Source: an optimization exercise on an open RTL-to-GDS flow (aim: small area, a short achievable clock period and few clock cycles per item). Production flows keep margins and buffers that such runs may drop. Where RTL was checked, it was by simulation tests only, not by an equivalence proof against the original. For runs 1 to 3, only the layout was checked, not whether the RTL still works. Power figures rest on the tool's default switching activity, not on a simulated workload.

**flow/config.mk**
```make
export PLATFORM = sky130hd
export DESIGN_NAME = input_event_state_tracker
export DESIGN_NICKNAME = input_event_state_tracker
export VERILOG_FILES = /design/flow/design.v
export SDC_FILE = /design/flow/constraint.sdc
export NUM_CORES = 4
export LEC_CHECK = 0
export CAP_MARGIN = 20
export CORE_MARGIN = 2
export CORE_UTILIZATION = 40
export PLACE_DENSITY = 0.6
export SLEW_MARGIN = 20
```
**flow/constraint.sdc**
```tcl
create_clock -name core_clock -period 8.0 [get_ports {clk}]
set_input_delay 1.6000 -clock core_clock [delete_from_list [all_inputs] [get_ports {clk}]]
set_output_delay 1.6000 -clock core_clock [all_outputs]
set_load 0.01 [all_outputs]
```
**flow/design.v**
```verilog
package iest_pkg;
  localparam logic [1:0] DEV_KBD   = 2'd0;
  localparam logic [1:0] DEV_MOUSE = 2'd1;
  localparam logic [2:0] KIND_DOWN   = 3'd0;
  localparam logic [2:0] KIND_UP     = 3'd1;
  localparam logic [2:0] KIND_CURSOR = 3'd3;
  localparam int CFG_IDX_W  = 2;
  localparam int CFG_DATA_W = 48;
  localparam logic [CFG_IDX_W-1:0] CFG_SIDE = 2'd0;
  localparam logic [CFG_IDX_W-1:0] CFG_VIRT = 2'd1;
  localparam int SIDE_W = 48;
  localparam int VIRT_W = 24;
  localparam int MOD_SIDE  = 6;
  localparam int MOD_SLOTS = 9;
  localparam int MOD_IDX_W = 4;
  localparam int OQ_DEPTH  = 5;
  localparam int OQ_PTR_W  = 3;
  localparam int OQ_CNT_W  = 3;
  localparam int CQ_DEPTH  = 3;
  localparam int CQ_PTR_W  = 2;
  localparam int CQ_CNT_W  = 2;
  localparam int ENT_W = 17;
endpackage
module iest_out_fifo (
  input  logic                         clk,
  input  logic                         rst,
  input  logic                         cq_push,
  input  logic [15:0]                  cq_x,
  input  logic [15:0]                  cq_y,
  output logic                         cq_room,
  input  logic                         push,
  input  logic [iest_pkg::ENT_W-1:0]   ent,
  input  logic [2:0]                   inflight,
  output logic                         q_room,
  input  logic [iest_pkg::VIRT_W-1:0]  virt_codes,
  input  logic                         hold_last,
  output logic                         evt_out_valid,
  input  logic                         evt_out_ready,
  output logic                         o_syn,
  output logic [1:0]                   o_dev,
  output logic [2:0]                   o_kind,
  output logic [7:0]                   o_key,
  output logic [2:0]                   o_btn,
  output logic [15:0]                  o_x,
  output logic [15:0]                  o_y,
  output logic                         o_last
);
  localparam int D  = iest_pkg::OQ_DEPTH;
  localparam int DC = iest_pkg::CQ_DEPTH;
  logic [iest_pkg::ENT_W-1:0]    q [D];
  logic [iest_pkg::OQ_PTR_W-1:0] wr_ptr;
  logic [iest_pkg::OQ_PTR_W-1:0] rd_ptr;
  logic [iest_pkg::OQ_CNT_W-1:0] count;
  logic [iest_pkg::OQ_CNT_W-1:0] count_next;
  logic                          phase;    
  logic                          ld;
  logic                          use_head;
  logic                          use_byp;
  logic                          load;
  logic                          pop;
  logic                          wr;
  logic                          valid_next;
  logic [31:0]                   cq [DC];
  logic [iest_pkg::CQ_PTR_W-1:0] cq_wr;
  logic [iest_pkg::CQ_PTR_W-1:0] cq_rd;
  logic [iest_pkg::CQ_CNT_W-1:0] cq_cnt;
  logic [iest_pkg::CQ_CNT_W-1:0] cq_cnt_next;
  logic                          cq_pop;
  logic [iest_pkg::ENT_W-1:0] src;
  logic        src_phase;
  logic [1:0]  s_dev;
  logic [2:0]  s_kind;
  logic [7:0]  s_code;
  logic        s_hs;
  logic        s_sd;
  logic [1:0]  s_ss;
  logic        h_hs;
  logic        e_hs;
  logic [iest_pkg::OQ_PTR_W-1:0] wr_inc;
  logic [iest_pkg::OQ_PTR_W-1:0] rd_inc;
  logic [iest_pkg::CQ_PTR_W-1:0] cq_wr_inc;
  logic [iest_pkg::CQ_PTR_W-1:0] cq_rd_inc;
  assign wr_inc    = (32'(wr_ptr) == D - 1)  ? '0 : wr_ptr + 1'b1;
  assign rd_inc    = (32'(rd_ptr) == D - 1)  ? '0 : rd_ptr + 1'b1;
  assign cq_wr_inc = (32'(cq_wr) == DC - 1) ? '0 : cq_wr + 1'b1;
  assign cq_rd_inc = (32'(cq_rd) == DC - 1) ? '0 : cq_rd + 1'b1;
  assign h_hs = q[rd_ptr][3];
  assign e_hs = ent[3];
  assign ld       = !evt_out_valid || evt_out_ready;
  assign use_head = (count != '0) &&
                    (!hold_last || (!phase && h_hs) || (count != iest_pkg::OQ_CNT_W'(1)));
  assign use_byp  = (count == '0) && push && (!hold_last || e_hs);
  assign load     = ld && (use_head || use_byp);
  assign src       = use_head ? q[rd_ptr] : ent;
  assign src_phase = use_head && phase;
  assign {s_dev, s_kind, s_code, s_hs, s_sd, s_ss} = src;
  assign pop        = load && use_head && (phase || !h_hs);
  assign wr         = push && !(load && use_byp && !e_hs);
  assign count_next = count + iest_pkg::OQ_CNT_W'(wr) - iest_pkg::OQ_CNT_W'(pop);
  assign valid_next = ld ? (use_head || use_byp) : 1'b1;
  assign cq_pop      = load && !src_phase && s_dev == iest_pkg::DEV_MOUSE &&
                       s_kind == iest_pkg::KIND_CURSOR;
  assign cq_cnt_next = cq_cnt + iest_pkg::CQ_CNT_W'(cq_push) - iest_pkg::CQ_CNT_W'(cq_pop);
  assign q_room  = 4'(count_next) + 4'(inflight) <=
                   4'(D) + 4'(count_next == '0 && !valid_next);
  assign cq_room = cq_cnt_next < iest_pkg::CQ_CNT_W'(DC);
  always_ff @(posedge clk) begin
    if (wr) q[wr_ptr] <= ent;
    if (cq_push) cq[cq_wr] <= {cq_x, cq_y};
  end
  always_ff @(posedge clk) begin
    if (rst) begin
      wr_ptr        <= '0;
      rd_ptr        <= '0;
      count         <= '0;
      phase         <= 1'b0;
      evt_out_valid <= 1'b0;
      cq_wr         <= '0;
      cq_rd         <= '0;
      cq_cnt        <= '0;
      o_x           <= '0;
      o_y           <= '0;
    end else begin
      if (wr)  wr_ptr <= wr_inc;
      if (pop) rd_ptr <= rd_inc;
      count         <= count_next;
      evt_out_valid <= valid_next;
      if (load) phase <= use_head ? (!phase && h_hs) : e_hs;
      if (cq_push) cq_wr <= cq_wr_inc;
      if (cq_pop) begin
        cq_rd <= cq_rd_inc;
        {o_x, o_y} <= cq[cq_rd];
      end
      cq_cnt <= cq_cnt_next;
    end
  end
  always_ff @(posedge clk) begin
    if (load) begin
      if (!src_phase) begin
        o_syn  <= 1'b0;
        o_dev  <= s_dev;
        o_kind <= s_kind;
        o_key  <= s_dev[0] ? 8'd0 : s_code;
        o_btn  <= s_dev[0] ? s_code[2:0] : 3'd0;
        o_last <= !s_hs;
      end else begin
        o_syn  <= 1'b1;
        o_dev  <= iest_pkg::DEV_KBD;
        o_kind <= s_sd ? iest_pkg::KIND_DOWN : iest_pkg::KIND_UP;
        case (s_ss)
          2'd0:    o_key <= virt_codes[7:0];
          2'd1:    o_key <= virt_codes[15:8];
          default: o_key <= virt_codes[23:16];
        endcase
        o_btn  <= 3'd0;
        o_last <= 1'b1;
      end
    end
  end
endmodule
module input_event_state_tracker #(
  parameter int KEY_COUNT    = 256,
  parameter int BUTTON_COUNT = 8
) (
  input  logic                            clk,
  input  logic                            rst,
  input  logic                            cfg_we,
  input  logic [iest_pkg::CFG_IDX_W-1:0]  cfg_index,
  input  logic [iest_pkg::CFG_DATA_W-1:0] cfg_data,
  input  logic                            evt_in_valid,
  output logic                            evt_in_ready,
  input  logic [1:0]                      evt_in_device,
  input  logic [2:0]                      evt_in_kind,
  input  logic [7:0]                      evt_in_key_code,
  input  logic [2:0]                      evt_in_button_index,
  input  logic signed [15:0]              evt_in_pos_x,
  input  logic signed [15:0]              evt_in_pos_y,
  output logic                            evt_out_valid,
  input  logic                            evt_out_ready,
  output logic                            evt_out_synthetic,
  output logic [1:0]                      evt_out_device,
  output logic [2:0]                      evt_out_kind,
  output logic [7:0]                      evt_out_key,
  output logic [2:0]                      evt_out_button,
  output logic signed [15:0]              evt_out_cursor_x,
  output logic signed [15:0]              evt_out_cursor_y,
  output logic                            evt_out_last
);
  localparam int NM = iest_pkg::MOD_SLOTS;
  logic [iest_pkg::SIDE_W-1:0] side_codes;
  logic [iest_pkg::VIRT_W-1:0] virt_codes;
  logic [7:0]                  mod_code [NM];
  logic [255:0]   key_map;
  logic [7:0]     btn_map;
  logic [NM-1:0]  mod_dn;
  logic [2:0]     dirty;
  logic           rdy_q;
  logic           rl_busy;
  logic [3:0]     rl_cnt;
  logic           take;
  logic           s0_v;
  logic           s0_rl;
  logic [3:0]     s0_rli;
  logic [1:0]     s0_dev;
  logic [2:0]     s0_kind;
  logic [7:0]     s0_key;
  logic [2:0]     s0_btn;
  logic           s0_bit;
  logic [NM-1:0]  s0_match;
  logic           s1_v;
  logic           s1_rl;
  logic [3:0]     s1_rli;
  logic [1:0]     s1_dev;
  logic [2:0]     s1_kind;
  logic [7:0]     s1_key;
  logic [2:0]     s1_btn;
  logic           s1_bit;
  logic           s1_eq;
  logic [NM-1:0]  s1_match;
  logic [2:0]     s1_sel;
  logic           w_en;
  logic           w_isk;
  logic [7:0]     w_key;
  logic           w_val;
  logic           is_kbd;
  logic           is_mouse;
  logic           is_press;
  logic           down;
  logic           map_cur;
  logic           key_cur;
  logic           btn_cur;
  logic           drop;
  logic           key_wr;
  logic           btn_wr;
  logic [NM-1:0]  mod_upd;
  logic [NM-1:0]  mod_next;
  logic           mod_now;
  logic           mod_before;
  logic           slot_hit;
  logic [1:0]     slot;
  logic           syn;
  logic [NM-1:0]  vhit;
  logic           wb;
  logic [1:0]     wb_slot;
  logic           push;
  logic [7:0]     code;
  logic           q_room;
  logic           cq_room;
  logic           cq_push;
  always_comb begin
    for (int i = 0; i < NM; i++) begin
      if (i < iest_pkg::MOD_SIDE) mod_code[i] = side_codes[8*i +: 8];
      else                        mod_code[i] = virt_codes[8*(i-iest_pkg::MOD_SIDE) +: 8];
    end
  end
  assign evt_in_ready = rdy_q;
  assign take         = evt_in_valid && rdy_q;
  assign cq_push      = take && evt_in_device == iest_pkg::DEV_MOUSE &&
                        evt_in_kind == iest_pkg::KIND_CURSOR;
  always_ff @(posedge clk) begin
    if (rst) begin
      rdy_q   <= 1'b0;
      rl_busy <= 1'b0;
      rl_cnt  <= '0;
      s0_v    <= 1'b0;
      s0_rl   <= 1'b0;
    end else begin
      rdy_q <= !cfg_we && !rl_busy && q_room && cq_room;
      if (cfg_we) begin
        rl_busy <= 1'b1;
        rl_cnt  <= '0;
      end else if (rl_busy) begin
        if (rl_cnt == 4'(NM - 1)) rl_busy <= 1'b0;
        rl_cnt <= rl_cnt + 4'd1;
      end
      s0_v  <= take && !cfg_we;
      s0_rl <= rl_busy && !cfg_we;
    end
  end
  always_ff @(posedge clk) begin
    s0_rli  <= rl_cnt;
    s0_dev  <= evt_in_device;
    s0_kind <= evt_in_kind;
    s0_key  <= rl_busy ? mod_code[rl_cnt] : evt_in_key_code;
    s0_btn  <= evt_in_button_index;
  end
  assign s0_bit = (w_en && w_key == s0_key) ? w_val : key_map[s0_key];
  always_comb begin
    for (int j = 0; j < NM; j++) s0_match[j] = s0_key == mod_code[j];
  end
  always_ff @(posedge clk) begin
    if (rst) begin
      s1_v  <= 1'b0;
      s1_rl <= 1'b0;
    end else begin
      s1_v  <= s0_v && !cfg_we;
      s1_rl <= s0_rl && !cfg_we;
    end
  end
  always_ff @(posedge clk) begin
    s1_rli   <= s0_rli;
    s1_dev   <= s0_dev;
    s1_kind  <= s0_kind;
    s1_key   <= s0_key;
    s1_btn   <= s0_btn;
    s1_bit   <= s0_bit;
    s1_eq    <= s0_key == s1_key;
    s1_match <= s0_match;
    s1_sel[0] <= s0_match[0] || s0_match[1];
    s1_sel[1] <= !(s0_match[0] || s0_match[1]) && (s0_match[2] || s0_match[3]);
    s1_sel[2] <= !(s0_match[0] || s0_match[1] || s0_match[2] || s0_match[3]) &&
                 (s0_match[4] || s0_match[5]);
  end
  assign is_kbd   = s1_dev == iest_pkg::DEV_KBD;
  assign is_mouse = s1_dev == iest_pkg::DEV_MOUSE;
  assign is_press = s1_kind[2:1] == 2'b00;
  assign down     = !s1_kind[0];
  assign map_cur  = (s1_eq && w_isk) ? w_val : s1_bit;
  assign key_cur  = (s1_match != '0) ? ((s1_match & mod_dn) != '0) : map_cur;
  assign btn_cur  = btn_map[s1_btn];
  assign drop     = is_press && ((is_kbd && key_cur == down) || (is_mouse && btn_cur == down));
  assign key_wr   = s1_v && is_kbd && is_press && !drop;
  assign btn_wr   = s1_v && is_mouse && is_press && !drop;
  assign slot_hit = s1_sel != '0;
  assign slot     = s1_sel[1] ? 2'd1 : (s1_sel[2] ? 2'd2 : 2'd0);
  always_comb begin
    for (int j = 0; j < NM; j++) mod_upd[j] = (key_wr && s1_match[j]) ? down : mod_dn[j];
  end
  always_comb begin
    mod_now    = 1'b0;
    mod_before = 1'b0;
    vhit       = '0;
    for (int i = 0; i < 3; i++) begin
      if (s1_sel[i]) begin
        mod_now    = mod_upd[2*i] || mod_upd[2*i+1];
        mod_before = mod_upd[iest_pkg::MOD_SIDE+i];
        for (int j = 0; j < NM; j++) vhit[j] = mod_code[j] == mod_code[iest_pkg::MOD_SIDE+i];
      end
    end
  end
  assign syn = key_wr && slot_hit && (mod_now != mod_before);
  always_comb begin
    for (int j = 0; j < NM; j++) mod_next[j] = (syn && vhit[j]) ? mod_now : mod_upd[j];
  end
  assign wb      = !key_wr && (dirty != '0);
  assign wb_slot = dirty[0] ? 2'd0 : (dirty[1] ? 2'd1 : 2'd2);
  assign push = s1_v && !drop;
  assign code = is_kbd ? s1_key : (is_mouse ? {5'd0, s1_btn} : 8'd0);
  always_ff @(posedge clk) begin
    if (rst) begin
      btn_map <= '0;
      mod_dn  <= '0;
      dirty   <= '0;
      w_en    <= 1'b0;
      w_isk   <= 1'b0;
    end else begin
      if (btn_wr) btn_map[s1_btn] <= down;
      if (s1_rl) begin
        mod_dn[s1_rli] <= map_cur;
      end else begin
        mod_dn <= mod_next;
      end
      w_en  <= key_wr || wb;
      w_isk <= key_wr;
      if (syn) begin
        dirty[slot] <= 1'b1;
      end else if (wb) begin
        dirty[wb_slot] <= 1'b0;
      end
    end
  end
  always_ff @(posedge clk) begin
    if (key_wr) begin
      w_key <= s1_key;
      w_val <= down;
    end else begin
      w_key <= mod_code[iest_pkg::MOD_SIDE + 32'(wb_slot)];
      w_val <= mod_dn[iest_pkg::MOD_SIDE + 32'(wb_slot)];
    end
  end
  logic [15:0] hi_sel;
  logic [15:0] lo_sel;
  always_comb begin
    for (int j = 0; j < 16; j++) begin
      hi_sel[j] = rst || (w_en && w_key[7:4] == 4'(j));
      lo_sel[j] = rst || (w_key[3:0] == 4'(j));
    end
  end
  always_ff @(posedge clk) begin
    for (int i = 0; i < 256; i++) begin
      if (hi_sel[i/16] && lo_sel[i%16]) key_map[i] <= w_val && !rst;
    end
  end
  always_ff @(posedge clk) begin
    if (rst) begin
      side_codes <= '0;
      virt_codes <= '0;
    end else if (cfg_we) begin
      if (cfg_index == iest_pkg::CFG_SIDE) side_codes <= cfg_data[iest_pkg::SIDE_W-1:0];
      if (cfg_index == iest_pkg::CFG_VIRT) virt_codes <= cfg_data[iest_pkg::VIRT_W-1:0];
    end
  end
  iest_out_fifo u_out_fifo (
    .clk           (clk),
    .rst           (rst),
    .cq_push       (cq_push),
    .cq_x          (evt_in_pos_x),
    .cq_y          (evt_in_pos_y),
    .cq_room       (cq_room),
    .push          (push),
    .ent           ({s1_dev, s1_kind, code, syn, mod_now, slot}),
    .inflight      (3'(s0_v) + 3'(take) + 3'd1),
    .q_room        (q_room),
    .virt_codes    (virt_codes),
    .hold_last     (dirty != '0),
    .evt_out_valid (evt_out_valid),
    .evt_out_ready (evt_out_ready),
    .o_syn         (evt_out_synthetic),
    .o_dev         (evt_out_device),
    .o_kind        (evt_out_kind),
    .o_key         (evt_out_key),
    .o_btn         (evt_out_button),
    .o_x           (evt_out_cursor_x),
    .o_y           (evt_out_cursor_y),
    .o_last        (evt_out_last)
  );
endmodule
```
**flow/run.sh**
```bash
#!/bin/bash
# synth_recipe.tcl (not shown) runs the flow's synth.tcl, then flattens the netlist and writes it again
# the make line also repeats each setting of config.mk as NAME=value (left out here)
make -C /OpenROAD-flow-scripts/flow DESIGN_CONFIG=/design/flow/config.mk WORK_HOME=/design/flow/orfs CLKGATE_MAP_FILE= SYNTH_SCRIPT=/design/flow/synth_recipe.tcl finish
```
==> results of run 1 <==
==> cell usage in the layout (no fill, tap or decap), drive strengths merged, types with 5 or more instances in the layout <==
cell           instances
a41oi                  6
o21ai                 88
nand2                252
clkdlybuf4s50        153
mux2                  13
o31ai                  5
a22o                   5
edfxtp               455
nand4                 39
nand3                 32
nor2                 389
bufinv                 5
mux2i                111
clkbuf                99
or3                    6
inv                   47
clkinv                28
dfxtp                219
buf                   71
xor2                 109
nand2b                10
ha                    24
and2                  17
nor2b                 17
nor4                  39
nor3                  17
a211oi                 6
mux4                 104
nor3b                 10
and3                   9
a21oi                156
a31oi                 42
a22oi                 21
xnor2                157
==> cell type report <==
class | instances | area, µm²
inverters | 41 | 154
well taps | 1040 | 1300
multi-input cells | 1756 | 12400
clock buffers | 99 | 2070
repair buffers | 224 | 2090
clock inverters | 39 | 392
fillers | 7079 | 41100
flip-flops and latches | 674 | 18100
==> where the power goes <==
group          internal [µW]  switching, µW  total (µW)
clock                   2000           1420        3420
combinational            585            693        1280
sequential              3880            139        4020
total                   6470           2250        8720
==> stage by stage <==
step / cells / setup slack [ns]
after floorplan: 2711 / 1.28
after global placement: 3734 / 2.30
after detailed placement: 3734 / 2.21
after CTS: 3872 / 2.17
after global routing: 3873 / 1.62
final: 3873 / 2.15
==> state kept, by name, indices dropped and copies added (netlist names), 9 cells and up, named ones only <==
| register | cells |
|---|---|
| u_out_fifo.o_x | 16 |
| u_out_fifo.q | 85 |
| virt_codes | 24 |
| side_codes | 48 |
| key_map | 256 |
| mod_dn | 9 |
| u_out_fifo.cq | 96 |
| u_out_fifo.o_y | 16 |
| s1_match | 9 |
==> worst min path at each step <==
stage / startpoint / cells after the start / end
after floorplan: s0_btn[0] / 0 / s1_btn[0]
after global placement: s0_btn[0] / 0 / s1_btn[0]
after detailed placement: s0_rli[3] / 0 / s1_rli[3]
after CTS: s0_rli[3] / 0 / s1_rli[3]
after global routing: s0_rli[3] / 0 / s1_rli[3]
final: s0_rli[3] / 0 / s1_rli[3]
==> per-layer routing <==
layer,vias up,share of wire [%]
li1,9833,-
met1,10800,42
met2,679,49
met3,145,5.9
met4,0,2.6
met5,-,0
==> cells by family (layout without fill, tap and decap cells) <==
| family | Yosys count | in the layout | synth area share, % |
|---|---|---|---|
| and+or+nand+nor | 856 | 856 | 11.9 |
| DFF | 674 | 674 | 57.4 |
| xor gates and xnor gates | 266 | 266 | 7.41 |
| buffers and inverters | 281 | 403 | 3.46 |
| AOI/OAI and AO/OA | 380 | 380 | 7.27 |
| adders and majority gates | 26 | 26 | 1.08 |
| muxes | 228 | 228 | 11.4 |
==> worst reg2reg max path: cells and delay by family (launching register included) <==
kind | cells | cell delay (ns)
compound gates | 6 | 1.02
flops | 1 | 0.41
fa+ha+maj | 5 | 1.55
simple gates | 4 | 1.95
buf+inv | 7 | 0.74
mux | 1 | 0.13
==> results.yml, run 1 <==
timing:
  timing_max_transition_violations_final: 0
  hold_viol: 0
  slew_headroom_pct: 23.7
  period_needed_ns: 5.85
  worstMarginPinSlew_ns: 1.14
  worst_hold_slack_ns: 0.327
  grt_setup_unrepaired: "no"
  fin_setup_tns_ns: 0
  post-route-period-util_pct: 73.2
  final-setup-viol-count: 0
  fmax_ghz: 0.171
  worst_clock_skew_ns: 0.0340
clock_network:
  post-cts-setup-buffer-count: 0
  cts_max_level: 3
  cts_inserted_buffers: 75
  clock-sinks: 674
  post_cts.resized_instances: 0
  cts_hold_buf: 0
  cts_tree: "yes"
  cts-root-buf: "sky130_fd_sc_hd__clkbuf_16"
  clockBufferDepth: 3
  reg_clk_slew_reported_paths_ns: 0.06
  clk-insertion-delay-late_ns: 0.63
place:
  port-buffer-count: 154
  gpl.final_weighted_congestion: 0.886
  detailedPlacementHpwl_mm: 55.6
  detailed_place.area_um2: 34000
setup_path:
  crit_path_max_incr_delay_ns: 0.68
  cp.arrival_ns: 6.40
  worst-r2r-cell-count: 23
  cp-startpoint: "s1_dev[1]"
  reg2reg_setup_slack_ns: 2.15
  critPathCaptureType: "flip-flop"
  critical_path.reg2reg.endpoint: "rdy_q"
  timing_worst_setup_path_type: "flip-flop to flip-flop"
  setup.worst_path.start_class: "flip-flop"
  cp-endpoint: "rdy_q"
  cp.depth: 23
  crit_buf_inv: 7
  worst_r2r_startpoint: "s1_dev[1]"
  worstPathCellList: "or4b_1, nor2_2, a31oi_1, o311ai_1, a32oi_1, and2b_1, mux2i_1, buf_4, inv_2, nor2_2, inv_1, ha_1, inv_1, ha_1, inv_1, ha_1, inv_1, fa_1, inv_1, ha_1, a21oi_1, a21oi_1, a21oi_1"
  cp_max_fo: 19
  slowest_stage: "sky130_fd_sc_hd__nor2_2"
  worst_ep_required_time_ns: 8.55
  cp_delay_by_family_top: "simple AND/OR/NAND/NOR gates"
  critical_path.most_common_cell: "sky130_fd_sc_hd__inv_1"
global_routing:
  grt_remaining_overflow: 0
  antenna_found_initial: 0
  grtUsageTotal_pct: 21.2
  grt_most_used_layer: "met2"
  grt_start_max_net_pins: 106
  use_met3_pct: 3.68
  use_met2_pct: 35.5
  gr-usage-met1_pct: 28.1
  via_count_of_the_first_global_routing_pass: 21600
  grt_first_pass_wirelength_mm: 132
logic_synthesis:
  yosysUniqueCellTypes: 78
  ys.flop_type: "sky130_fd_sc_hd__edfxtp_1"
  synth_top_cells_by_area: "sky130_fd_sc_hd__edfxtp_1 43%, sky130_fd_sc_hd__dfxtp_1 14%, sky130_fd_sc_hd__mux4_2 7.4%"
  yosys_warnings: 4
  async_flop_share_pct: 0
  synth_edf_count: 455
  synthesis.area_um2: 31400
  synthMostInstantiatedCell: "sky130_fd_sc_hd__edfxtp_1"
  synth_cells: 2711
  most_frequent_cells_after_synthesis: "455 x sky130_fd_sc_hd__edfxtp_1, 387 x sky130_fd_sc_hd__nor2_1, 252 x sky130_fd_sc_hd__nand2_1, 219 x sky130_fd_sc_hd__dfxtp_1, 175 x sky130_fd_sc_hd__clkbuf_1"
  postSynthRegisterBits: 674
  postSynthNetCount: 2840
  syn_area_per_cell_um2: 11.6
  synth.top_cell.area_share_pct: 43.5
  synth_seq_area_share_pct: 57.4
  netlist.top_cell.by_area: "sky130_fd_sc_hd__edfxtp_1"
job:
  maxCapViolations: 0
floorplanning:
  starting_density_of_the_core_pct: 40.5
  chipWidth_um: 284
  placement_rows: 102
  design.core.area_um2: 77600
  number_of_top_level_pins: 155
  floorplan.die_area_um2: 80900
  die_height_um: 284
routing:
  drtPass1Iterations: 5
  route.detailed.drc: 0
  initialDrtViolationCount: 1981
  drt_wl_total_mm: 85.9
  postRouteAntennaNets: 0
  vias: 21400
  viasPerCell: 5.53
  post_drt_wl_per_cell_um: 22.2
finish:
  syn2layout_area_growth_pct: 16.1
  nets: 2901
  layout-drive-gt1-share_pct: 12.1
  antenna_cells_inserted: 0
  finalCoreUtilization_pct: 47.0
  final_design_area_no_fill_um2: 36500
worst_hold_path:
  hold_class: "flip-flop to flip-flop"
power_and_ir_drop:
  irDropWorstVdd_mv: 0.157
  power.static_leakage_uw: 0.0129
  power_density_nw_per_um2: 239
  total_power_uw: 8720
run_status:
  outcome: "no timing/DRC/antenna violations"
==> run 2, diff against run 1 <==
--- a/flow/design.v
+++ b/flow/design.v
@@ -14,5 +14,5 @@
   localparam int MOD_SLOTS = 9;
   localparam int MOD_IDX_W = 4;
-  localparam int OQ_DEPTH  = 5;
+  localparam int OQ_DEPTH  = 6;
   localparam int OQ_PTR_W  = 3;
   localparam int OQ_CNT_W  = 3;
@@ -56,5 +56,4 @@
   logic                          ld;
   logic                          use_head;
-  logic                          use_byp;
   logic                          load;
   logic                          pop;
@@ -76,5 +75,4 @@
   logic [1:0]  s_ss;
   logic        h_hs;
-  logic        e_hs;
   logic [iest_pkg::OQ_PTR_W-1:0] wr_inc;
   logic [iest_pkg::OQ_PTR_W-1:0] rd_inc;
@@ -86,23 +84,30 @@
   assign cq_rd_inc = (32'(cq_rd) == DC - 1) ? '0 : cq_rd + 1'b1;
   assign h_hs = q[rd_ptr][3];
-  assign e_hs = ent[3];
   assign ld       = !evt_out_valid || evt_out_ready;
   assign use_head = (count != '0) &&
                     (!hold_last || (!phase && h_hs) || (count != iest_pkg::OQ_CNT_W'(1)));
-  assign use_byp  = (count == '0) && push && (!hold_last || e_hs);
-  assign load     = ld && (use_head || use_byp);
-  assign src       = use_head ? q[rd_ptr] : ent;
-  assign src_phase = use_head && phase;
+  assign load     = ld && use_head;
+  assign src       = q[rd_ptr];
+  assign src_phase = phase;
   assign {s_dev, s_kind, s_code, s_hs, s_sd, s_ss} = src;
   assign pop        = load && use_head && (phase || !h_hs);
-  assign wr         = push && !(load && use_byp && !e_hs);
+  assign wr         = push;
   assign count_next = count + iest_pkg::OQ_CNT_W'(wr) - iest_pkg::OQ_CNT_W'(pop);
-  assign valid_next = ld ? (use_head || use_byp) : 1'b1;
+  assign valid_next = ld ? use_head : 1'b1;
   assign cq_pop      = load && !src_phase && s_dev == iest_pkg::DEV_MOUSE &&
                        s_kind == iest_pkg::KIND_CURSOR;
   assign cq_cnt_next = cq_cnt + iest_pkg::CQ_CNT_W'(cq_push) - iest_pkg::CQ_CNT_W'(cq_pop);
-  assign q_room  = 4'(count_next) + 4'(inflight) <=
-                   4'(D) + 4'(count_next == '0 && !valid_next);
-  assign cq_room = cq_cnt_next < iest_pkg::CQ_CNT_W'(DC);
+  logic [3:0] base;
+  logic       r_m1;
+  logic       r_0;
+  logic       r_p1;
+  logic [2:0] cbase;
+  assign base  = 4'(count) + 4'(inflight);
+  assign r_m1  = base <= 4'(D + 1);
+  assign r_0   = base <= 4'(D);
+  assign r_p1  = base <= 4'(D - 1);
+  assign q_room = wr ? (pop ? r_0 : r_p1) : (pop ? r_m1 : r_0);
+  assign cbase   = 3'(cq_cnt) + 3'(cq_push);
+  assign cq_room = cq_pop ? (cbase <= 3'(DC)) : (cbase < 3'(DC));
   always_ff @(posedge clk) begin
     if (wr) q[wr_ptr] <= ent;
@@ -126,5 +131,5 @@
       count         <= count_next;
       evt_out_valid <= valid_next;
-      if (load) phase <= use_head ? (!phase && h_hs) : e_hs;
+      if (load) phase <= !phase && h_hs;
       if (cq_push) cq_wr <= cq_wr_inc;
       if (cq_pop) begin
@@ -219,4 +224,8 @@
   logic [NM-1:0]  s1_match;
   logic [2:0]     s1_sel;
+  logic           s1_pk;      
+  logic           s1_pm;      
+  logic           s1_down;
+  logic           s1_anym;    
   logic           w_en;
   logic           w_isk;
@@ -225,5 +234,4 @@
   logic           is_kbd;
   logic           is_mouse;
-  logic           is_press;
   logic           down;
   logic           map_cur;
@@ -241,4 +249,5 @@
   logic           syn;
   logic [NM-1:0]  vhit;
+  logic [NM-1:0]  vmask [3];
   logic           wb;
   logic [1:0]     wb_slot;
@@ -307,4 +316,8 @@
     s1_eq    <= s0_key == s1_key;
     s1_match <= s0_match;
+    s1_anym  <= s0_match != '0;
+    s1_pk    <= s0_dev == iest_pkg::DEV_KBD && s0_kind[2:1] == 2'b00;
+    s1_pm    <= s0_dev == iest_pkg::DEV_MOUSE && s0_kind[2:1] == 2'b00;
+    s1_down  <= !s0_kind[0];
     s1_sel[0] <= s0_match[0] || s0_match[1];
     s1_sel[1] <= !(s0_match[0] || s0_match[1]) && (s0_match[2] || s0_match[3]);
@@ -314,12 +327,11 @@
   assign is_kbd   = s1_dev == iest_pkg::DEV_KBD;
   assign is_mouse = s1_dev == iest_pkg::DEV_MOUSE;
-  assign is_press = s1_kind[2:1] == 2'b00;
-  assign down     = !s1_kind[0];
+  assign down     = s1_down;
   assign map_cur  = (s1_eq && w_isk) ? w_val : s1_bit;
-  assign key_cur  = (s1_match != '0) ? ((s1_match & mod_dn) != '0) : map_cur;
+  assign key_cur  = s1_anym ? ((s1_match & mod_dn) != '0) : map_cur;
   assign btn_cur  = btn_map[s1_btn];
-  assign drop     = is_press && ((is_kbd && key_cur == down) || (is_mouse && btn_cur == down));
-  assign key_wr   = s1_v && is_kbd && is_press && !drop;
-  assign btn_wr   = s1_v && is_mouse && is_press && !drop;
+  assign drop     = (s1_pk && key_cur == down) || (s1_pm && btn_cur == down);
+  assign key_wr   = s1_v && s1_pk && key_cur != down;
+  assign btn_wr   = s1_v && s1_pm && btn_cur != down;
   assign slot_hit = s1_sel != '0;
   assign slot     = s1_sel[1] ? 2'd1 : (s1_sel[2] ? 2'd2 : 2'd0);
@@ -335,5 +347,5 @@
         mod_now    = mod_upd[2*i] || mod_upd[2*i+1];
         mod_before = mod_upd[iest_pkg::MOD_SIDE+i];
-        for (int j = 0; j < NM; j++) vhit[j] = mod_code[j] == mod_code[iest_pkg::MOD_SIDE+i];
+        vhit       = vmask[i];
       end
     end
@@ -352,4 +364,5 @@
       mod_dn  <= '0;
       dirty   <= '0;
+      for (int i = 0; i < 3; i++) vmask[i] <= '1;
       w_en    <= 1'b0;
       w_isk   <= 1'b0;
@@ -358,4 +371,7 @@
       if (s1_rl) begin
         mod_dn[s1_rli] <= map_cur;
+        for (int i = 0; i < 3; i++) begin
+          if (s1_rli == 4'(iest_pkg::MOD_SIDE + i)) vmask[i] <= s1_match;
+        end
       end else begin
         mod_dn <= mod_next;
--- a/flow/config.mk
+++ b/flow/config.mk
@@ -6,7 +6,9 @@
 export NUM_CORES = 4
 export LEC_CHECK = 0
+export ABC_CLOCK_PERIOD_IN_PS = 2500
 export CAP_MARGIN = 20
 export CORE_MARGIN = 2
 export CORE_UTILIZATION = 40
 export PLACE_DENSITY = 0.6
+export SETUP_SLACK_MARGIN = 5
 export SLEW_MARGIN = 20
==> run 2 against run 1 <==
Compared with the run above:
- sequential share of layout area is 2.4 points higher
- still clean
- non-clock buffer count is 28 higher
- critical endpoint is now evt_out_key[5]
- register-to-register slack better by 2.9 ns
- largest power group unchanged
- critical path depth is 22 lower
- synthesized cell count is 4.1% lower
- flip-flop and latch count is 48 higher
- highest routed layer is now met5
==> results.yml, run 2 <==
run_status:
  outcome: "no timing/DRC/antenna violations"
floorplanning:
  starting_density_of_the_core_pct: 40.5
  number_of_top_level_pins: 155
  die_height_um: 282
  floorplan.die_area_um2: 79600
  placement_rows: 101
  chipWidth_um: 282
  design.core.area_um2: 76300
logic_synthesis:
  synth.top_cell.area_share_pct: 45.8
  synth.area.mux_share_pct: 9.53
  postSynthRegisterBits: 722
  synth_cells: 2599
  synth_top_family_by_area: "simple AND/OR/NAND/NOR gates"
  syn_area_per_cell_um2: 11.9
  yosysUniqueCellTypes: 80
  netlist.top_cell.by_area: "sky130_fd_sc_hd__edfxtp_1"
  synth_seq_area_share_pct: 62.0
  yosys_warnings: 6
  synth-adder-area-share_pct: 1.05
  synth_compound_gate_area_share_pct: 9.21
  postSynthNetCount: 2726
  async_flop_share_pct: 0
  synthMostInstantiatedCell: "sky130_fd_sc_hd__edfxtp_1"
  synth_edf_count: 472
  synth_xor_area_share_pct: 2.89
  most_frequent_cells_after_synthesis: "472 x sky130_fd_sc_hd__edfxtp_1, 393 x sky130_fd_sc_hd__nor2_1, 337 x sky130_fd_sc_hd__nand2_1, 250 x sky130_fd_sc_hd__dfxtp_1, 159 x sky130_fd_sc_hd__a21oi_1"
  synthesis.area_um2: 30900
  synth_top_cells_by_area: "sky130_fd_sc_hd__edfxtp_1 46%, sky130_fd_sc_hd__dfxtp_1 16%, sky130_fd_sc_hd__mux4_2 6.0%"
  synth_simple_gate_area_share_pct: 12.6
  ys.flop_type: "sky130_fd_sc_hd__edfxtp_1"
routing:
  drtPass1Iterations: 6
  initialDrtViolationCount: 2100
  vias: 21200
  drt_wl_total_mm: 84.4
  post_drt_wl_per_cell_um: 21.9
  viasPerCell: 5.51
  postRouteAntennaNets: 0
  route.detailed.drc: 0
timing:
  hold_viol: 0
  slew_headroom_pct: 26.6
  final_critical_path_setup_slack_ns: 5.04
  final-setup-viol-count: 0
  period_needed_ns: 2.96
  timing_max_transition_violations_final: 0
  fmax_ghz: 0.338
  worstMarginPinSlew_ns: 1.10
  worst_clock_skew_ns: 0.0397
  post-route-period-util_pct: 37.0
  fin_setup_tns_ns: 0
  grt_setup_unrepaired: "yes"
  worst_hold_slack_ns: 0.340
setup_path:
  cp_delay_by_family_top: "flip-flops"
  cp_max_fo: 1
  worst-r2r-cell-count: 9
  critPathCaptureType: "primary output"
  crit_path_max_incr_delay_ns: 0.44
  cp-startpoint: "u_out_fifo.o_key[5]"
  timing_worst_setup_path_type: "flip-flop to primary output"
  cp.depth: 1
  setup.worst_path.start_class: "flip-flop"
  worst_ep_required_time_ns: 6.40
  crit_buf_inv: 1
  cp.arrival_ns: 1.36
  worstPathCellList: "clkdlybuf4s15_1"
  slowest_stage: "sky130_fd_sc_hd__edfxtp_1"
  worst_r2r_startpoint: "w_isk"
finish:
  largest_register: "key_map"
  layout_top_registers: "key_map: 256 flops, u_out_fifo.q: 102 flops, u_out_fifo.cq: 96 flops"
  most-common-layout-cells: "472 x sky130_fd_sc_hd__edfxtp_1, 389 x sky130_fd_sc_hd__nor2_1, 334 x sky130_fd_sc_hd__nand2_1"
  largest_register_ff_count: 256
  final_design_area_no_fill_um2: 37000
  layout.filler_cells: 6861
  layout-drive-gt1-share_pct: 13.7
  syn2layout_area_growth_pct: 19.6
  nets: 2881
  final_common_cell: "sky130_fd_sc_hd__edfxtp_1"
worst_hold_path:
  timing.hold.worst.start: "s0_btn[0]"
  hold_class: "flip-flop to flip-flop"
  number_of_cells_traversed_by_the_worst_hold_path: 0
place:
  detailed_place.area_um2: 33700
  port-buffer-count: 154
  detailedPlacementHpwl_mm: 53.9
  preCtsSetupSlack_ns: 3.90
  gpl.final_weighted_congestion: 0.910
clock_network:
  clock-sinks: 722
  cts-root-buf: "sky130_fd_sc_hd__clkbuf_16"
  cts_inserted_buffers: 80
  clockBufferDepth: 3
  cts_max_level: 3
  cts_tree: "yes"
  cts_hold_buf: 0
  clk-insertion-delay-late_ns: 0.64
  reg_clk_slew_reported_paths_ns: 0.06
global_routing:
  grt_first_pass_wirelength_mm: 128
  grt_start_max_net_pins: 257
  via_count_of_the_first_global_routing_pass: 21100
  grtUsageTotal_pct: 21.1
  grt_remaining_overflow: 0
  antenna_found_initial: 4
power_and_ir_drop:
  power_density_nw_per_um2: 241
  power.static_leakage_uw: 0.0127
  irDropWorstVdd_mv: 0.174
job:
  maxCapViolations: 0
[run 2: cell count changes after synthesis, sizes merged, moves of 17 or more]
| cell | delta |
|---|---|
| mux4 | -21 |
| xor2 | -98 |
| nand3 | -17 |
| nand2 | +85 |
| a31oi | -21 |
| buf | -30 |
| edfxtp | +17 |
| nor4 | -33 |
| xnor2 | -66 |
| clkbuf | -31 |
| nand3b | +27 |
| a221oi | +17 |
| dfxtp | +31 |
[run 2: logic make-up after synthesis]
family	Yosys count
compound gates	441
xor+xnor	102
fa+ha+maj	25
buf+inv	216
flops	722
mux	191
simple gates	902
[run 2: where the power goes]
part | internal (µW) | switching (µW) | total [µW]
Clock | 2100 | 1520 | 3610
Sequential | 4130 | 122 | 4250
Combinational | 472 | 571 | 1040
[run 2: worst paths after layout]
check                        to  slack (ns)
max reg2reg  u_out_fifo.q[1][3]        5.09
min reg2reg           s1_btn[0]        0.34
min                   s1_btn[0]        0.34
max              evt_out_key[5]        5.04
[run 2: layout make-up]
| cell class | instances | area, µm² | share of cell area [%] |
|---|---|---|---|
| Sequential cell | 722 | 19200 | 51.9 |
| Multi-Input combinational cell | 1661 | 11200 | 30.4 |
| Timing Repair Buffer | 252 | 2530 | 6.83 |
| Clock buffer | 108 | 2220 | 6.00 |
| Tap cell | 1030 | 1290 | 3.48 |
| Clock inverter | 38 | 382 | 1.03 |
| Inverter | 37 | 146 | 0.395 |
| Antenna cell | 2 | 5.00 | 0.0135 |
[run 2: per-layer routing]
layer | vias to the layer above | track usage, % | part of all wire (%)
met5 | - | 0 | 0.015
met4 | 2 | 6.57 | 2.5
met3 | 135 | 2.83 | 5.7
met2 | 695 | 36.1 | 50
met1 | 10600 | 28.0 | 42
li1 | 9733 | - | -
[run 2: metrics by stage]
stage | util (%) | instances | power, µW
floorplan | - | 2599 | 4910
global placement | 44.1 | 3652 | 5300
detailed placement | 44.1 | 3652 | 5320
CTS | 48.2 | 3839 | 8960
global route | 48.5 | 3850 | 9210
finish | 48.5 | 3850 | 8900
[run 2: timing repair]
item / in CTS / in global routing
setup endpoints to repair: 363 / 231
resized for setup: 90 / 25
pin swaps: 18 / 9
buffers inserted: 39 / 8
cloned: 2 / 0
==> run 3, diff against run 2 <==
--- a/flow/config.mk
+++ b/flow/config.mk
@@ -10,4 +10,6 @@
 export CORE_MARGIN = 2
 export CORE_UTILIZATION = 40
+export CTS_BUF_LIST = sky130_fd_sc_hd__clkbuf_8
+export CTS_CLUSTER_SIZE = 20
 export PLACE_DENSITY = 0.6
 export SETUP_SLACK_MARGIN = 5
==> run 3 against run 2 <==
Compared with the run above:
- still clean
- area after synthesis is the same
- sequential share of layout area increased by 0.11 points
- clock-buffer cell count up 28
- die area is the same
- critical path depth stayed put
- clock skew grew 0.0052 ns
- combinational power increased by 4%
- core utilization shrank 0.075 points
- sequential power is essentially flat
- critical path type unchanged
- largest cell class unchanged
==> results.yml, run 3 <==
logic_synthesis:
  synth_top_cells_by_area: "sky130_fd_sc_hd__edfxtp_1 46%, sky130_fd_sc_hd__dfxtp_1 16%, sky130_fd_sc_hd__mux4_2 6.0%"
  postSynthRegisterBits: 722
  synthesis.area_um2: 30900
  ys.flop_type: "sky130_fd_sc_hd__edfxtp_1"
  synthMostInstantiatedCell: "sky130_fd_sc_hd__edfxtp_1"
  yosys_warnings: 6
  synth_cells: 2599
  synth_seq_area_share_pct: 62.0
  async_flop_share_pct: 0
  postSynthNetCount: 2726
  most_frequent_cells_after_synthesis: "472 x sky130_fd_sc_hd__edfxtp_1, 393 x sky130_fd_sc_hd__nor2_1, 337 x sky130_fd_sc_hd__nand2_1, 250 x sky130_fd_sc_hd__dfxtp_1, 159 x sky130_fd_sc_hd__a21oi_1"
  synth_edf_count: 472
  netlist.top_cell.by_area: "sky130_fd_sc_hd__edfxtp_1"
  syn_area_per_cell_um2: 11.9
  yosysUniqueCellTypes: 80
  synth.top_cell.area_share_pct: 45.8
routing:
  vias: 21300
  postRouteAntennaNets: 0
  drt_wl_total_mm: 84.6
  initialDrtViolationCount: 2062
  drtPass1Iterations: 6
  route.detailed.drc: 0
  post_drt_wl_per_cell_um: 21.5
  viasPerCell: 5.40
finish:
  syn2layout_area_growth_pct: 19.4
  final_design_area_no_fill_um2: 37000
  instances_no_fill: 3937
  largest_register: "key_map"
  layout_top_registers: "key_map: 256 flops, u_out_fifo.q: 102 flops, u_out_fifo.cq: 96 flops"
  most-common-layout-cells: "472 x sky130_fd_sc_hd__edfxtp_1, 389 x sky130_fd_sc_hd__nor2_1, 334 x sky130_fd_sc_hd__nand2_1"
  finalCoreUtilization_pct: 48.4
  final_common_cell: "sky130_fd_sc_hd__edfxtp_1"
  largest_register_ff_count: 256
  nets: 2930
  layout-drive-gt1-share_pct: 17.0
timing:
  worst_clock_skew_ns: 0.0449
  worst_hold_slack_ns: 0.330
  slew_headroom_pct: 26.3
  grt_setup_unrepaired: "yes"
  worstMarginPinSlew_ns: 1.11
  post-route-period-util_pct: 37.0
  hold_viol: 0
  final-setup-viol-count: 0
  fin_setup_tns_ns: 0
  timing_max_transition_violations_final: 0
  period_needed_ns: 2.96
  fmax_ghz: 0.338
global_routing:
  grtUsageTotal_pct: 21.2
  antenna_found_initial: 3
  grt_remaining_overflow: 0
  grt_start_max_net_pins: 257
  via_count_of_the_first_global_routing_pass: 21400
  grt_first_pass_wirelength_mm: 128
setup_path:
  cp_delay_by_family_top: "flip-flops"
  worst_ep_required_time_ns: 6.40
  crit_path_max_incr_delay_ns: 0.46
  worstPathCellList: "buf_6"
  cp.arrival_ns: 1.36
  cp_max_fo: 1
  timing_worst_setup_path_type: "flip-flop to primary output"
  critPathCaptureType: "primary output"
  slowest_stage: "sky130_fd_sc_hd__edfxtp_1"
  crit_buf_inv: 1
  setup.worst_path.start_class: "flip-flop"
floorplanning:
  starting_density_of_the_core_pct: 40.5
  placement_rows: 101
  design.core.area_um2: 76300
  chipWidth_um: 282
  number_of_top_level_pins: 155
  floorplan.die_area_um2: 79600
  die_height_um: 282
clock_network:
  clock-sinks: 722
  cts_max_level: 3
  cts_hold_buf: 0
  cts-root-buf: "sky130_fd_sc_hd__clkbuf_8"
  reg_clk_slew_reported_paths_ns: 0.06
  cts_inserted_buffers: 119
  clockBufferDepth: 3
  cts_tree: "yes"
  clk-insertion-delay-late_ns: 0.74
power_and_ir_drop:
  internal_power_uw: 6320
  p_switching_uw: 2220
  switching_share_pct: 26.0
  power.static_leakage_uw: 0.0127
  combPwrFrac_pct: 12.6
  power_density_nw_per_um2: 231
  power.clock.fraction_pct: 37.7
  p_seq_share_pct: 49.7
  irDropWorstVdd_mv: 0.148
place:
  detailedPlacementHpwl_mm: 53.9
  port-buffer-count: 154
  gpl.final_weighted_congestion: 0.910
  detailed_place.area_um2: 33700
  numPlacedInstances: 3652
worst_hold_path:
  hold_class: "flip-flop to flip-flop"
run_status:
  outcome: "no timing/DRC/antenna violations"
job:
  maxCapViolations: 0
-- run 3: cell counts after synthesis --
Identical to the previous run, type by type.
-- run 3: power by group through the flow --
| stage | Combinational [µW] | Sequential [µW] | Clock [µW] |
|---|---|---|---|
| 5_1_grt | 1170 | 4260 | 3460 |
| 3_5_place_dp | 988 | 4340 | 0 |
| 6_report | 1080 | 4250 | 3220 |
| 2_1_floorplan | 621 | 4290 | 0 |
| 4_1_cts | 1040 | 4250 | 3300 |
| 3_3_place_gp | 975 | 4330 | 0 |
-- run 3: stage by stage --
stage          worst slack [ns]  total power (µW)
3_5_place_dp               3.90              5320
6_report                   5.04              8540
5_1_grt                    4.96              8880
2_1_floorplan              3.31              4910
4_1_cts                    4.97              8590
3_3_place_gp               3.95              5300
-- run 3: timing repair --
item                                    4_1_cts  5_1_grt
pin swaps                                    18       14
resized for setup                           175       35
buffers inserted                             41       16
endpoints found under the setup margin      335      172
gates cloned                                  2        0
-- run 3: worst reg2reg max path: cells and delay by family (launching register included) --
family          cells  cell delay [ns]
buf+inv             1             0.17
simple gates        3             0.59
compound gates      5             1.42
flops               1             0.58
-- run 3: logic make-up (layout without fill, tap and decap cells) --
family | after synthesis | after routing | share of synthesized area [%]
simple gates | 902 | 902 | 12.6
xor+xnor | 102 | 102 | 2.89
fa+ha+maj | 25 | 25 | 1.05
buf+inv | 216 | 522 | 2.75
flops | 722 | 722 | 62.0
compound gates | 441 | 441 | 9.21
mux | 191 | 191 | 9.53
other cells | 0 | 2 | 0
-- run 3: cell type report --
type	instances	area (µm²)
Sequential cell	722	19200
Clock inverter	87	541
Timing Repair Buffer	262	2620
Clock buffer	136	1870
Inverter	37	146
Antenna cell	2	5.00
Fill cell	6904	39400
Multi-Input combinational cell	1661	11300
Tap cell	1030	1290
-- run 3: final timing paths --
path / startpoint / to / slack (ns) / cells after the start
max: u_out_fifo.o_key[5] / evt_out_key[5] / 5.04 / 1
min: s0_rli[0] / s1_rli[0] / 0.33 / 0
max reg2reg: s1_anym / mod_dn[6] / 5.13 / 9
min reg2reg: s0_rli[0] / s1_rli[0] / 0.33 / 0
-- run 3: routing by layer --
metal / share of wire (%) / track usage, % / vias to the layer above / wire length, µm
li1: - / - / 9844 / -
met2: 49 / 36.0 / 678 / 41800
met4: 2.5 / 6.63 / 0 / 2120
met1: 42 / 27.8 / 10600 / 35500
met3: 6.0 / 3.35 / 145 / 5080
met5: 0 / 0 / - / 0
==> run 4, diff against run 3 <==
--- a/flow/design.v
+++ b/flow/design.v
@@ -29,4 +29,5 @@
   input  logic [15:0]                  cq_y,
   output logic                         cq_room,
+  input  logic                         slot_v,
   input  logic                         push,
   input  logic [iest_pkg::ENT_W-1:0]   ent,
@@ -111,5 +112,5 @@
   assign cq_room = cq_pop ? (cbase <= 3'(DC)) : (cbase < 3'(DC));
   always_ff @(posedge clk) begin
-    if (wr) q[wr_ptr] <= ent;
+    if (slot_v) q[wr_ptr] <= ent;
     if (cq_push) cq[cq_wr] <= {cq_x, cq_y};
   end
@@ -337,5 +338,5 @@
   assign slot     = s1_sel[1] ? 2'd1 : (s1_sel[2] ? 2'd2 : 2'd0);
   always_comb begin
-    for (int j = 0; j < NM; j++) mod_upd[j] = (key_wr && s1_match[j]) ? down : mod_dn[j];
+    for (int j = 0; j < NM; j++) mod_upd[j] = s1_match[j] ? down : mod_dn[j];
   end
   always_comb begin
@@ -353,5 +354,7 @@
   assign syn = key_wr && slot_hit && (mod_now != mod_before);
   always_comb begin
-    for (int j = 0; j < NM; j++) mod_next[j] = (syn && vhit[j]) ? mod_now : mod_upd[j];
+    for (int j = 0; j < NM; j++) begin
+      mod_next[j] = (syn && vhit[j]) ? mod_now : ((key_wr && s1_match[j]) ? down : mod_dn[j]);
+    end
   end
   assign wb      = !key_wr && (dirty != '0);
@@ -424,4 +427,5 @@
     .cq_y          (evt_in_pos_y),
     .cq_room       (cq_room),
+    .slot_v        (s1_v),
     .push          (push),
     .ent           ({s1_dev, s1_kind, code, syn, mod_now, slot}),
--- a/flow/config.mk
+++ b/flow/config.mk
@@ -10,6 +10,4 @@
 export CORE_MARGIN = 2
 export CORE_UTILIZATION = 40
-export CTS_BUF_LIST = sky130_fd_sc_hd__clkbuf_8
-export CTS_CLUSTER_SIZE = 20
 export PLACE_DENSITY = 0.6
 export SETUP_SLACK_MARGIN = 5
==> run 4 against run 3 <==
Compared with the run above:
- still clean on timing, DRC and antenna
- clock power is 12% higher
- worst setup slack better by 0.012 ns
- via count is 2.0% lower
- hold slack worse by 0.0055 ns
- critical path type is now primary input to flip-flop
==> results.yml, run 4 <==
run_status:
  outcome: "no timing/DRC/antenna violations"
power_and_ir_drop:
  p_seq_share_pct: 47.6
  combPwrFrac_pct: 11.8
  power.clock.fraction_pct: 40.6
  irDropWorstVdd_mv: 0.159
  power.static_leakage_uw: 0.0126
  internal_power_uw: 6760
  switching_share_pct: 24.2
  total_power_uw: 8910
  power_density_nw_per_um2: 244
  p_switching_uw: 2150
finish:
  nets: 2885
  layout.filler_cells: 6706
  layout_top_registers: "key_map: 256 flops, u_out_fifo.q: 102 flops, u_out_fifo.cq: 96 flops"
  largest_register: "key_map"
  multiInputGateArea_um2: 11000
  syn2layout_area_growth_pct: 18.5
  most-common-layout-cells: "472 x sky130_fd_sc_hd__edfxtp_1, 379 x sky130_fd_sc_hd__nor2_1, 347 x sky130_fd_sc_hd__nand2_1"
  final_common_cell: "sky130_fd_sc_hd__edfxtp_1"
  regArea_um2: 19200
  layout-drive-gt1-share_pct: 12.7
  largest_register_ff_count: 256
logic_synthesis:
  synth_seq_area_share_pct: 62.1
  synth_cells: 2617
  synth_top_cells_by_area: "sky130_fd_sc_hd__edfxtp_1 46%, sky130_fd_sc_hd__dfxtp_1 16%, sky130_fd_sc_hd__mux4_2 5.4%"
  synth_edf_count: 472
  synthesis.area_um2: 30900
  async_flop_share_pct: 0
  ys.flop_type: "sky130_fd_sc_hd__edfxtp_1"
  netlist.top_cell.by_area: "sky130_fd_sc_hd__edfxtp_1"
  most_frequent_cells_after_synthesis: "472 x sky130_fd_sc_hd__edfxtp_1, 383 x sky130_fd_sc_hd__nor2_1, 349 x sky130_fd_sc_hd__nand2_1, 250 x sky130_fd_sc_hd__dfxtp_1, 164 x sky130_fd_sc_hd__a21oi_1"
  synthMostInstantiatedCell: "sky130_fd_sc_hd__edfxtp_1"
  yosysUniqueCellTypes: 71
  syn_area_per_cell_um2: 11.8
  yosys_warnings: 6
  postSynthRegisterBits: 722
  postSynthNetCount: 2742
  synth.top_cell.area_share_pct: 45.9
global_routing:
  antenna_found_initial: 0
  grtUsageTotal_pct: 20.4
  grt_remaining_overflow: 0
  grt_first_pass_wirelength_mm: 123
  grt_start_max_net_pins: 257
  via_count_of_the_first_global_routing_pass: 20800
floorplanning:
  chipWidth_um: 282
  number_of_top_level_pins: 155
  starting_density_of_the_core_pct: 40.5
  design.core.area_um2: 76200
  floorplan.die_area_um2: 79400
  placement_rows: 101
  die_height_um: 282
setup_path:
  reg2reg_setup_slack_ns: 5.06
  critical_path.reg2reg.endpoint: "u_out_fifo.cq_cnt[1]"
  timing_worst_setup_path_type: "primary input to flip-flop"
  cp_delay_by_family_top: "adder cells"
  setup.worst_path.start_class: "primary input"
  worstPathCellList: "dlygate4sd2_1, nand2b_4, a21boi_4, o21ai_4, nor2_4, ha_4, inv_1, ha_2, fa_2, nor2b_1"
  worst-r2r-cell-count: 12
  cp_max_fo: 4
  critPathCaptureType: "flip-flop"
  crit_buf_inv: 2
  worst_ep_required_time_ns: 8.45
  cp.arrival_ns: 3.40
  crit_path_max_incr_delay_ns: 0.42
  slowest_stage: "sky130_fd_sc_hd__fa_2"
timing:
  grt_setup_unrepaired: "yes"
  fin_setup_tns_ns: 0
  worstMarginPinSlew_ns: 1.08
  period_needed_ns: 2.95
  slew_headroom_pct: 27.9
  hold_viol: 0
  post-route-period-util_pct: 36.8
  timing_max_transition_violations_final: 0
  final-setup-viol-count: 0
  fmax_ghz: 0.340
  worst_clock_skew_ns: 0.0243
  worst_hold_slack_ns: 0.325
routing:
  drt_wl_total_mm: 81.5
  post_drt_wl_per_cell_um: 21.2
  viasPerCell: 5.41
  postRouteAntennaNets: 0
  route.detailed.drc: 0
  initialDrtViolationCount: 2180
  drtPass1Iterations: 5
  vias: 20800
place:
  port-buffer-count: 154
  gpl.final_weighted_congestion: 0.887
  detailedPlacementHpwl_mm: 50.4
clock_network:
  clk-insertion-delay-late_ns: 0.62
  cts_tree: "yes"
  cts-root-buf: "sky130_fd_sc_hd__clkbuf_16"
  cts_max_level: 3
  clock-sinks: 722
  clockBufferDepth: 3
  reg_clk_slew_reported_paths_ns: 0.05
  cts_inserted_buffers: 78
worst_hold_path:
  timing.hold.worst.start: "s0_btn[1]"
  hold_class: "flip-flop to flip-flop"
  hold-path-endpoint: "s1_btn[1]"
  number_of_cells_traversed_by_the_worst_hold_path: 0
job:
  maxCapViolations: 0
-- run 4: cell types whose count changed after synthesis, moves of 12 or more --
cell	before	now
sky130_fd_sc_hd__a22o_1	18	1
sky130_fd_sc_hd__a221oi_1	20	5
sky130_fd_sc_hd__mux2_2	0	18
sky130_fd_sc_hd__nand2_1	337	349
sky130_fd_sc_hd__nand2b_1	7	26
sky130_fd_sc_hd__o22ai_1	7	20
sky130_fd_sc_hd__clkbuf_1	143	124
-- run 4: final cells by class --
type,instances,share of cell area (%)
clock buffers,107,6.02
well taps,1030,3.52
multi-input cells,1681,30.1
diodes,1,0.00684
clock inverters,31,0.964
inverters,34,0.349
repair buffers,243,6.53
flip-flops and latches,722,52.5
-- run 4: cell families after synthesis --
| group | Yosys count | share of synthesized area, % |
|---|---|---|
| mux | 209 | 9.85 |
| flops | 722 | 62.1 |
| buf+inv | 214 | 3.05 |
| compound gates | 407 | 7.82 |
| simple gates | 941 | 13.3 |
| xor+xnor | 102 | 2.89 |
| fa+ha+maj | 22 | 0.940 |
-- run 4: per-stage QoR --
| stage | instance area (µm²) | worst slack [ns] | utilization (%) | std cells |
|---|---|---|---|---|
| 6_report | 36600 | 5.05 | 48.0 | 3849 |
| 5_1_grt | 36600 | 4.93 | 48.0 | 3848 |
| 4_1_cts | 36300 | 4.99 | 47.6 | 3824 |
| 3_5_place_dp | 33500 | 3.79 | 44.0 | 3675 |
| 3_3_place_gp | 33500 | 3.81 | 44.0 | 3675 |
| 2_1_floorplan | 31000 | 3.29 | - | 2617 |
-- run 4: worst max-delay path by stage --
stage	startpoint	endpoint	slack (ns)	depth (start not counted)
global route	flip-flop	u_out_fifo.cq_cnt[1]	4.93	12
global placement	evt_in_valid	u_out_fifo.cq[2][10]	3.81	6
finish	evt_out_ready	u_out_fifo.count[1]	5.05	10
detailed placement	evt_in_valid	u_out_fifo.cq[1][10]	3.79	6
CTS	flip-flop	u_out_fifo.cq_cnt[1]	4.99	12
floorplan	rst	key_map[0]	3.29	4
-- run 4: repair_timing --
item / 4_1_cts / 5_1_grt
setup endpoints to repair: 244 / 75
cloned: 4 / 0
gates resized for setup: 80 / 20
hold buffers: 0 / 0
endpoints found under the hold margin: 0 / 0
buffers inserted: 7 / 23
pin swaps: 3 / 4
-- run 4: power by group through the flow --
stage | Combinational [µW] | Clock [µW] | Sequential [µW]
floorplan | 633 | 0 | 4290
CTS | 1020 | 3690 | 4240
detailed placement | 986 | 0 | 4330
global route | 1150 | 3820 | 4260
finish | 1060 | 3620 | 4240
global placement | 972 | 0 | 4320
-- run 4: metal layers --
layer	wire length, µm	global-route usage, %	vias up
met5	0	0	-
met4	2400	6.71	0
met3	5100	3.15	135
met2	39900	34.7	659
met1	34100	26.8	10400
li1	-	-	9657
-- run 4: worst register-to-register path, delay by kind of cell, from the launching register on --
family	cells	cell delay [ns]
multiplexers	1	0.50
flip-flops	1	0.35
buffers and inverters	2	0.28
AND/OR/NAND/NOR	5	1.25
AO/OA/AOI/OAI	1	0.06
XOR/XNOR	2	0.24
adder cells (fa/ha/maj)	1	0.19
Testbench counts of run 4, summed over its fixed seeds: cycles 24,348, items 24,000.
==> run 5, diff against run 4 <==
==> flow/flow/run.sh (new file) <==
#!/bin/bash
set -euo pipefail
MARGIN=${MARGIN:-5.6}
bash standard.sh SETUP_SLACK_MARGIN=$MARGIN finish > standard.log 2>&1
==> flow/standard.sh (new file) <==
#!/bin/bash
# synth_recipe.tcl (not shown) runs the flow's synth.tcl, then flattens the netlist and writes it again
# the make line also repeats each setting of config.mk as NAME=value (left out here)
make -C /OpenROAD-flow-scripts/flow DESIGN_CONFIG=/design/flow/config.mk WORK_HOME=/design/flow/orfs CLKGATE_MAP_FILE= SYNTH_SCRIPT=/design/flow/synth_recipe.tcl "${@:-finish}"
removed: flow/run.sh
==> run 5 against run 4 <==
Compared with the run above:
- still clean on timing, DRC and antenna
- synthesized cell count did not move
- via count rose by 4.2%
- register-to-register slack barely moved
- die area did not move
- largest cell class unchanged
==> results.yml, run 5 <==
timing:
  worst_clock_skew_ns: 0.0294
  fmax_ghz: 0.340
  grt_setup_unrepaired: "yes"
  worstMarginPinSlew_ns: 1.07
  hold_viol: 0
  slew_headroom_pct: 28.6
  final-setup-viol-count: 0
  timing_max_transition_violations_final: 0
  period_needed_ns: 2.94
  fin_setup_tns_ns: 0
  post-route-period-util_pct: 36.7
clock_network:
  cts_max_level: 3
  cts_inserted_buffers: 79
  cts-root-buf: "sky130_fd_sc_hd__clkbuf_16"
  reg_clk_slew_reported_paths_ns: 0.06
  clk-insertion-delay-late_ns: 0.64
  cts_tree: "yes"
  clock-sinks: 722
  cts_hold_buf: 0
  clockBufferDepth: 3
routing:
  viasPerCell: 5.54
  vias: 21700
  post_drt_wl_per_cell_um: 22.5
  initialDrtViolationCount: 2188
  postRouteAntennaNets: 0
  route.detailed.drc: 0
  drtPass1Iterations: 7
  drt_wl_total_mm: 88.2
place:
  port-buffer-count: 154
  gpl.final_weighted_congestion: 0.908
  detailed_place.area_um2: 33600
  detailedPlacementHpwl_mm: 51.0
global_routing:
  grt_start_max_net_pins: 123
  grt_remaining_overflow: 0
  via_count_of_the_first_global_routing_pass: 21600
  antenna_found_initial: 3
  grt_first_pass_wirelength_mm: 132
  grtUsageTotal_pct: 22.0
logic_synthesis:
  syn_area_per_cell_um2: 11.8
  synth-adder-area-share_pct: 0.940
  synth_cells: 2617
  yosysUniqueCellTypes: 71
  synth_edf_count: 472
  yosys_warnings: 6
  postSynthNetCount: 2742
  synth.area.mux_share_pct: 9.85
  synth_seq_area_share_pct: 62.1
  synth.top_cell.area_share_pct: 45.9
  netlist.top_cell.by_area: "sky130_fd_sc_hd__edfxtp_1"
  synth_top_family_by_area: "simple AND/OR/NAND/NOR gates"
  synth_simple_gate_area_share_pct: 13.3
  synthMostInstantiatedCell: "sky130_fd_sc_hd__edfxtp_1"
  most_frequent_cells_after_synthesis: "472 x sky130_fd_sc_hd__edfxtp_1, 383 x sky130_fd_sc_hd__nor2_1, 349 x sky130_fd_sc_hd__nand2_1, 250 x sky130_fd_sc_hd__dfxtp_1, 164 x sky130_fd_sc_hd__a21oi_1"
  ys.flop_type: "sky130_fd_sc_hd__edfxtp_1"
  postSynthRegisterBits: 722
  synth_top_cells_by_area: "sky130_fd_sc_hd__edfxtp_1 46%, sky130_fd_sc_hd__dfxtp_1 16%, sky130_fd_sc_hd__mux4_2 5.4%"
  synth_compound_gate_area_share_pct: 7.82
  synthesis.area_um2: 30900
  synth_xor_area_share_pct: 2.89
  async_flop_share_pct: 0
worst_hold_path:
  hold-path-endpoint: "s1_rli[0]"
  number_of_cells_traversed_by_the_worst_hold_path: 0
  timing.hold.worst.start: "s0_rli[0]"
  hold_class: "flip-flop to flip-flop"
power_and_ir_drop:
  irDropWorstVdd_mv: 0.141
  power_density_nw_per_um2: 237
  power.static_leakage_uw: 0.0132
finish:
  most-common-layout-cells: "472 x sky130_fd_sc_hd__edfxtp_1, 376 x sky130_fd_sc_hd__nor2_1, 347 x sky130_fd_sc_hd__nand2_1"
  syn2layout_area_growth_pct: 24.9
  largest_register_ff_count: 256
  layout_top_registers: "key_map: 256 flops, u_out_fifo.q: 102 flops, u_out_fifo.cq: 96 flops"
  final_common_cell: "sky130_fd_sc_hd__edfxtp_1"
  largest_register: "key_map"
  layout.filler_cells: 6554
  nets: 2949
  final_design_area_no_fill_um2: 38600
  layout-drive-gt1-share_pct: 20.6
setup_path:
  critical_path.reg2reg.endpoint: "u_out_fifo.cq_cnt[1]"
  reg2reg_setup_slack_ns: 5.06
  worstPathCellList: "buf_12, mux4_2, nor2_2, a21oi_2, or4_4, nor3_4, buf_12, xnor2_4, ha_4, xor2_2, and3_1, nor3_2"
  slowest_stage: "sky130_fd_sc_hd__or4_4"
  critPathCaptureType: "flip-flop"
  critical_path.most_common_cell: "sky130_fd_sc_hd__buf_12"
  setup.worst_path.start_class: "flip-flop"
  cp_max_fo: 5
  crit_path_max_incr_delay_ns: 0.59
  timing_worst_setup_path_type: "flip-flop to flip-flop"
  worst_ep_required_time_ns: 8.54
  worst-r2r-cell-count: 12
  cp.arrival_ns: 3.47
run_status:
  outcome: "no timing/DRC/antenna violations"
floorplanning:
  number_of_top_level_pins: 155
  placement_rows: 101
  design.core.area_um2: 76200
  die_height_um: 282
  floorplan.die_area_um2: 79400
  starting_density_of_the_core_pct: 40.5
  chipWidth_um: 282
job:
  maxCapViolations: 0
run 5: cell types whose count changed in the layout (fill, tap and decap cells not counted), sizes merged, moves of 5 or more:
cell / before / now
buf: 85 / 188
dlygate4sd2: 54 / 5
clkinv: 21 / 37
clkbuf: 109 / 100
clkdlybuf4s50: 99 / 91
clkinvlp: 0 / 5
run 5: power by group:
group,internal (µW),total (µW),switching [µW]
Clock,2170,3700,1530
Sequential,4120,4240,120
Combinational,550,1190,636
run 5: area by class of cell:
type	count	area (µm²)	area share, %
diodes	1	2.50	0.00649
clock buffers	91	2070	5.38
clock inverters	56	571	1.48
inverters	34	133	0.344
multi-input cells	1687	11700	30.2
flip-flops and latches	722	19300	50.0
well taps	1030	1290	3.34
repair buffers	300	3550	9.21
run 5: per-layer routing:
layer	vias to the layer above	global-route usage [%]	wire, µm	part of all wire [%]
met5	-	0	13	0.015
met4	2	7.13	2260	2.6
met3	143	3.74	6530	7.4
met2	858	36.6	42800	48
met1	10900	29.2	36600	42
li1	9834	-	-	-
run 5: logic make-up after synthesis:
logic type               Yosys count
adder cells (fa/ha/maj)           22
AO/OA/AOI/OAI                    407
XOR/XNOR                         102
flip-flops                       722
multiplexers                     209
AND/OR/NAND/NOR                  941
buffers and inverters            214
run 5: worst max-delay path by stage:
stage	start	end	slack (ns)
2_1_floorplan	rst	key_map[0]	3.29
3_3_place_gp	rst	key_map[204]	3.64
3_5_place_dp	rst	key_map[200]	3.49
4_1_cts	flip-flop	u_out_fifo.cq_cnt[1]	5.12
5_1_grt	flip-flop	u_out_fifo.cq_cnt[1]	4.94
6_report	flip-flop	u_out_fifo.cq_cnt[1]	5.06
run 5: what timing repair did:
item / in CTS / in global routing
gates resized for setup: 413 / 65
setup endpoints to repair: 854 / 498
pin swaps: 21 / 22
cloned: 23 / 7
buffers inserted: 64 / 26
hold endpoints to repair: 0 / 0
run 5: worst max-delay path: cells and delay by family (launching register included):
kind	cells	cell delay (ns)
mux	1	0.50
simple gates	5	1.30
buf+inv	2	0.26
flops	1	0.36
fa+ha+maj	1	0.16
compound gates	1	0.05
xor+xnor	2	0.24
run 5: through the flow:
| step | setup slack [ns] | hold WS [ns] | total power (µW) | cells | utilization (%) |
|---|---|---|---|---|---|
| finish | 5.06 | 0.312 | 9130 | 3921 | 50.6 |
| global route | 4.94 | 0.327 | 9440 | 3920 | 50.6 |
| CTS | 5.12 | 0.325 | 9120 | 3885 | 49.6 |
| detailed placement | 3.49 | 0.312 | 5320 | 3651 | 44.1 |
| global placement | 3.64 | 0.318 | 5300 | 3651 | 44.1 |
| floorplan | 3.29 | 0.310 | 4940 | 2617 | - |

-- static timing again, ports no longer ideal --
How much do the figures lean on ideal ports? The routed layouts below were timed once more, with nothing changed but the port constraints. Step 1, drivers: a clkbuf_16 drives clk and a buf_2 each remaining input, both assumed. Step 2, shift: input delay + t, output delay - t, t = (earliest + latest rising clock arrival at the registers) / 2. This alone moves slack from input paths to output paths. Slacks: ideal / step 1 / step 2; pairs: ideal / step 1.
| run | shift t [ns] | slack for setup (ns) | worst data-port slew with drivers (ns) |
|---|---|---|---|
| run 1 | 0.678 | 2.147 / 2.147 / 2.147 | 0.07 |
| run 2 | 0.686 | 5.043 / 4.979 / 4.412 | 0.11 |
| run 3 | 0.784 | 5.043 / 4.980 / 4.214 | 0.11 |
| run 4 | 0.679 | 5.055 / 5.046 / 4.422 | 0.07 |
| run 5 | 0.682 | 5.062 / 5.062 / 4.546 | 0.24 |
After both steps every run listed still meets setup and hold. For run 3, which loses most, drivers alone change the setup slack by -0.063 ns; drivers and shift together by -0.829 ns.
